This is an optimization exercise on Yosys and OpenROAD, whose aim is small area, a short achievable clock period and few clock cycles, not a production implementation.
Only simulation tests tie the RTL to the original design; equivalence was not proved.
No activity file was given, so power comes from the tool's default toggle rates.

==> flow/design.v (excerpt) <==
module bp_unit (
    input  logic                           clk,
    input  logic                           rst,
    input  logic                           pred_req,
    input  logic [bp_pkg::PC_W-1:0]        pred_pc,
    output logic                           pred_ack,
    output logic                           pred_taken,
    output logic [bp_pkg::PHT_INDEX_W-1:0] pred_index,
    input  logic                           res_req,
    input  bp_pkg::br_kind_t               res_kind,
    input  logic [bp_pkg::PHT_INDEX_W-1:0] res_index,
    input  logic                           res_taken,
    input  logic                           res_mispred,
    output logic                           res_ack,
    output logic [bp_pkg::STAT_W-1:0]      br_total,
    output logic [bp_pkg::STAT_W-1:0]      br_missed,
    output logic [bp_pkg::STAT_W-1:0]      jal_total,
    output logic [bp_pkg::STAT_W-1:0]      jal_missed,
    output logic [bp_pkg::STAT_W-1:0]      jalr_total,
    output logic [bp_pkg::STAT_W-1:0]      jalr_missed
);
    logic [PHT_INDEX_W-1:0] ghr;
    logic                   upd_en;
    logic [PHT_INDEX_W-1:0] upd_index;
    logic                   upd_taken;
    logic                   stat_en;
    logic                   is_br;
    logic                   is_jal;
    logic                   is_jalr;
    logic [PHT_SIZE-1:0]    tk_bits;
    bp_index_stage index_stage (
        .clk          (clk),
        .rst          (rst),
        .pred_req     (pred_req),
        .pred_pc      (pred_pc),
  ...
==> flow/config.mk <==
export PLATFORM = sky130hd
export DESIGN_NAME = bp_unit
export DESIGN_NICKNAME = bp_unit
export VERILOG_FILES = /design/flow/design.v
export SDC_FILE = /design/flow/constraint.sdc
export NUM_CORES = 4
export LEC_CHECK = 0
export ABC_CLOCK_PERIOD_IN_PS = 2500
export CAP_MARGIN = 20
export CORE_MARGIN = 2
export CORE_UTILIZATION = 40
export CTS_BUF_LIST = sky130_fd_sc_hd__clkbuf_8
export CTS_CLUSTER_SIZE = 30
export GPL_TIMING_DRIVEN = 1
export SETUP_SLACK_MARGIN = 2.7
export SLEW_MARGIN = 20
==> flow/constraint.sdc <==
create_clock -name core_clock -period 5.0 [get_ports {clk}]
set_input_delay 1.0000 -clock core_clock [delete_from_list [all_inputs] [get_ports {clk}]]
set_output_delay 1.0000 -clock core_clock [all_outputs]
set_load 0.01 [all_outputs]
standard.sh (not shown) runs the stock make flow with config.mk's settings and CLKGATE_MAP_FILE= SYNTH_SCRIPT=/design/flow/synth_recipe.tcl, a recipe that flattens the netlist after the stock synthesis.
==> flow/flow/run.sh <==
#!/bin/bash
# The standard layout (standard.sh), with plain buf_2 cells as the port
# buffers instead of the delay cells buffer_ports picks by default.
set -euo pipefail
export BUFFER_PORTS_ARGS="-buffer_cell sky130_fd_sc_hd__buf_2"
bash standard.sh > standard.log 2>&1
Testbench counts at the start, summed over its fixed seeds: cycles 60,000.
Then changed:
Settings changed: CORE_UTILIZATION 40 to 55, GPL_TIMING_DRIVEN 1 to default, SETUP_SLACK_MARGIN 2.7 to 2.6.
First-iteration DRC count came out higher by 17%; worst setup slack gets worse by 0.19 ns; total power decreases by 0.30%; register-to-register slack gets worse by 0.09 ns; global-route usage grows by 7.9 points.
Then changed:
==> flow/flow/run.sh (replaced) <==
#!/bin/bash
# The standard layout (standard.sh), with plain buf_1 cells as the port
# buffers instead of the delay cells buffer_ports picks by default.
set -euo pipefail
export BUFFER_PORTS_ARGS="-buffer_cell sky130_fd_sc_hd__buf_1"
bash standard.sh > standard.log 2>&1
Settings changed: CORE_UTILIZATION 55 to 40, SETUP_SLACK_MARGIN 2.6 to 2.7.
Effect:
- hold slack hardly moves
- wire length increases by a few percent
- power shrinks slightly
- setup slack improves by 0.18 ns
- core utilization is lower by 17 points
- global-route usage decreases by 8.3 points
- clock skew goes up by 0.0037 ns
- sequential share of layout area shrinks by 1.2 points
- die area grows by well over a third
- final cell count went up by a little under a tenth
Then changed:
==> flow/flow/run.sh (replaced) <==
#!/bin/bash
# The standard layout (standard.sh) with two changes: plain buf_2 cells as
# the port buffers instead of the delay cells buffer_ports picks by default,
# and clock tree leaf clusters sized by a looser max-cap derate, so fewer
# leaf buffers drive the registers, with no dummy loads.
set -euo pipefail
export BUFFER_PORTS_ARGS="-buffer_cell sky130_fd_sc_hd__buf_2"
export CTS_ARGS="-sink_clustering_enable -repair_clock_nets -sink_clustering_size 16 -sink_clustering_max_diameter 60 -buf_list sky130_fd_sc_hd__clkbuf_8 -sink_buffer_max_cap_derate 0.5 -dont_use_dummy_load"
bash standard.sh > standard.log 2>&1
Settings changed: SETUP_SLACK_MARGIN 2.7 to 2.75.
Die area stays the same.
Setup slack gains 0.0067 ns.
First-iteration DRC count goes down by a little under a tenth.
Sequential share of layout area increases by 0.23 points.
Critical path depth is unchanged.
Total power goes down by about a fifth.

---

Starting RTL as in the previous note.
clock: 5.0 ns
lec_check: 0
abc_clock_period_in_ps: 2500
cap_margin: 20
core_margin: 2
core_utilization: 40
cts_buf_list: sky130_fd_sc_hd__clkbuf_8
cts_cluster_size: 30
setup_slack_margin: 2.9
slew_margin: 20
==> flow/flow/run.sh <==
#!/bin/bash
# The standard layout (standard.sh), with plain buf_2 cells as the port
# buffers instead of the delay cells buffer_ports picks by default.
set -euo pipefail
export BUFFER_PORTS_ARGS="-buffer_cell sky130_fd_sc_hd__buf_2"
bash standard.sh > standard.log 2>&1
Testbench counts at the start, summed over its fixed seeds: cycles 60,000.
Rerun with:
SETUP_SLACK_MARGIN = 2.3   (was 2.9)
- clock skew drops by 0.025 ns
- setup slack degrades by 0.32 ns
- global-route usage goes down by 2.1 points
- clock power drops by about 2%
- critical path depth went up by 1
- via count decreases by 8.6%
- register-to-register slack gets worse by 0.41 ns
- area after synthesis does not change
- die area does not change
- total power decreases by 3.1%
Rerun with:
==> flow/flow/run.sh (replaced) <==
#!/bin/bash
# The standard layout (standard.sh) with two changes: plain buf_2 cells as
# the port buffers instead of the delay cells buffer_ports picks by default,
# and clock tree leaf clusters sized by a looser max-cap derate, so fewer
# leaf buffers drive the registers, with no dummy loads.
set -euo pipefail
export BUFFER_PORTS_ARGS="-buffer_cell sky130_fd_sc_hd__buf_2"
export CTS_ARGS="-sink_clustering_enable -repair_clock_nets -sink_clustering_size 16 -sink_clustering_max_diameter 60 -buf_list sky130_fd_sc_hd__clkbuf_8 -sink_buffer_max_cap_derate 0.5 -dont_use_dummy_load"
bash standard.sh > standard.log 2>&1
SETUP_SLACK_MARGIN = 2.7   (was 2.3)
Result: The new run finished with timing, DRC and antenna clean; synthesized cell count is unchanged; final area hardly moves; sequential cell count is unchanged; sequential share of layout area is about the same.
Rerun with:
--- a/flow/flow/run.sh
+++ b/flow/flow/run.sh
@@ -5 +5 @@
-# leaf buffers drive the registers, with no dummy loads.
+# leaf buffers drive the registers.
@@ -8 +8 @@
-export CTS_ARGS="-sink_clustering_enable -repair_clock_nets -sink_clustering_size 16 -sink_clustering_max_diameter 60 -buf_list sky130_fd_sc_hd__clkbuf_8 -sink_buffer_max_cap_derate 0.5 -dont_use_dummy_load"
+export CTS_ARGS="-sink_clustering_enable -repair_clock_nets -sink_clustering_size 16 -sink_clustering_max_diameter 60 -buf_list sky130_fd_sc_hd__clkbuf_8 -sink_buffer_max_cap_derate 0.5"
The changed run passed the timing, DRC and antenna checks.
Global-route usage decreases by 0.10 points.
Wire length decreases by 0.80%.
Power increases by 4.8%.
Synthesized cell count stays the same.
Setup slack is worse by 0.024 ns.
Rerun with:
==> flow/flow/run.sh (replaced) <==
#!/bin/bash
# The standard layout (standard.sh), with plain buf_2 cells as the port
# buffers instead of the delay cells buffer_ports picks by default.
set -euo pipefail
export BUFFER_PORTS_ARGS="-buffer_cell sky130_fd_sc_hd__buf_2"
bash standard.sh > standard.log 2>&1
SETUP_SLACK_MARGIN = 2.6   (was 2.7)
After rerunning: The changed run completed without violations; routed wire length goes up by about 2.3%; sequential power hardly moves; worst setup slack is worse by 0.058 ns; final cell count rose by 2.2%; sequential share of layout area shrinks by 0.60 points; final area increases by 1.1%; via count grows by about 1.6%; combinational power increases by about 3.3%.
Rerun with:
==> flow/flow/run.sh (replaced) <==
#!/bin/bash
# The standard layout (standard.sh) with two changes: plain buf_2 cells as
# the port buffers instead of the delay cells buffer_ports picks by default,
# and clock tree leaf clusters sized by a looser max-cap derate, so fewer
# leaf buffers drive the registers, with no dummy loads.
set -euo pipefail
export BUFFER_PORTS_ARGS="-buffer_cell sky130_fd_sc_hd__buf_2"
export CTS_ARGS="-sink_clustering_enable -repair_clock_nets -sink_clustering_size 18 -sink_clustering_max_diameter 62 -buf_list sky130_fd_sc_hd__clkbuf_8 -sink_buffer_max_cap_derate 0.58 -dont_use_dummy_load"
bash standard.sh > standard.log 2>&1
SETUP_SLACK_MARGIN = 2.7   (was 2.6)
After rerunning: The new run ran to the end with no violations; count of clock-buffer cells in the layout shrinks by 35; worst hold slack is worse by 0.030 ns; die area is unchanged; cell count shrinks by 3.9%; via count shrinks by 1.9%; setup slack is better by 0.082 ns; cell area shrinks by 2.7%.

## re-timing with driven ports
Ports are ideal in the flow. The routed layouts listed here were re-timed in OpenROAD.
Step 1 sets driving cells, clkbuf_16 on the clock port and buf_2 on the other inputs (assumed; they add their load-dependent delay and slew).
Step 2 times the ports against the registers' clock, not the clock port: input delays grow and output delays shrink by t, the midpoint of the rising clock arrivals with the driver on.
Slacks: no drivers / after step 1 / after step 2; pairs: no drivers / after step 1.
| run | t (ns) | setup WS [ns] | hold WS [ns] | latest minus earliest clock arrival (ns) | cell pins on the clock port's net |
|---|---|---|---|---|---|
| the first run of note 1 | 0.643 | 2.668 / 2.625 / 2.034 | 0.493 / 0.493 / 0.493 | 0.035 / 0.035 | 1 |
| the second run of note 1 | 0.623 | 2.477 / 2.460 / 1.838 | 0.473 / 0.473 / 0.473 | 0.033 / 0.033 | 1 |
| the third run of note 1 | 0.673 | 2.654 / 2.622 / 1.963 | 0.476 / 0.479 / 0.501 | 0.033 / 0.033 | 1 |
| the fourth run of note 1 | 0.603 | 2.661 / 2.622 / 2.128 | 0.501 / 0.501 / 0.501 | 0.051 / 0.051 | 1 |
| the first run of note 2 | 0.654 | 2.636 / 2.624 / 2.003 | 0.469 / 0.469 / 0.469 | 0.045 / 0.046 | 1 |
| the second run of note 2 | 0.676 | 2.317 / 2.306 / 1.629 | 0.472 / 0.486 / 0.493 | 0.022 / 0.023 | 1 |
| the third run of note 2 | 0.613 | 2.670 / 2.625 / 2.078 | 0.500 / 0.500 / 0.500 | 0.043 / 0.042 | 1 |
| the fourth run of note 2 | 0.629 | 2.646 / 2.625 / 2.022 | 0.500 / 0.500 / 0.500 | 0.021 / 0.020 | 1 |
| the fifth run of note 2 | 0.692 | 2.588 / 2.596 / 1.904 | 0.468 / 0.482 / 0.486 | 0.037 / 0.036 | 1 |
| the sixth run of note 2 | 0.670 | 2.670 / 2.625 / 2.035 | 0.438 / 0.442 / 0.502 | 0.089 / 0.089 | 1 |
After both steps setup and hold are still met in every run listed. For the third run of note 1, which loses most, drivers alone change the setup slack by -0.032 ns; drivers and shift together by -0.691 ns.
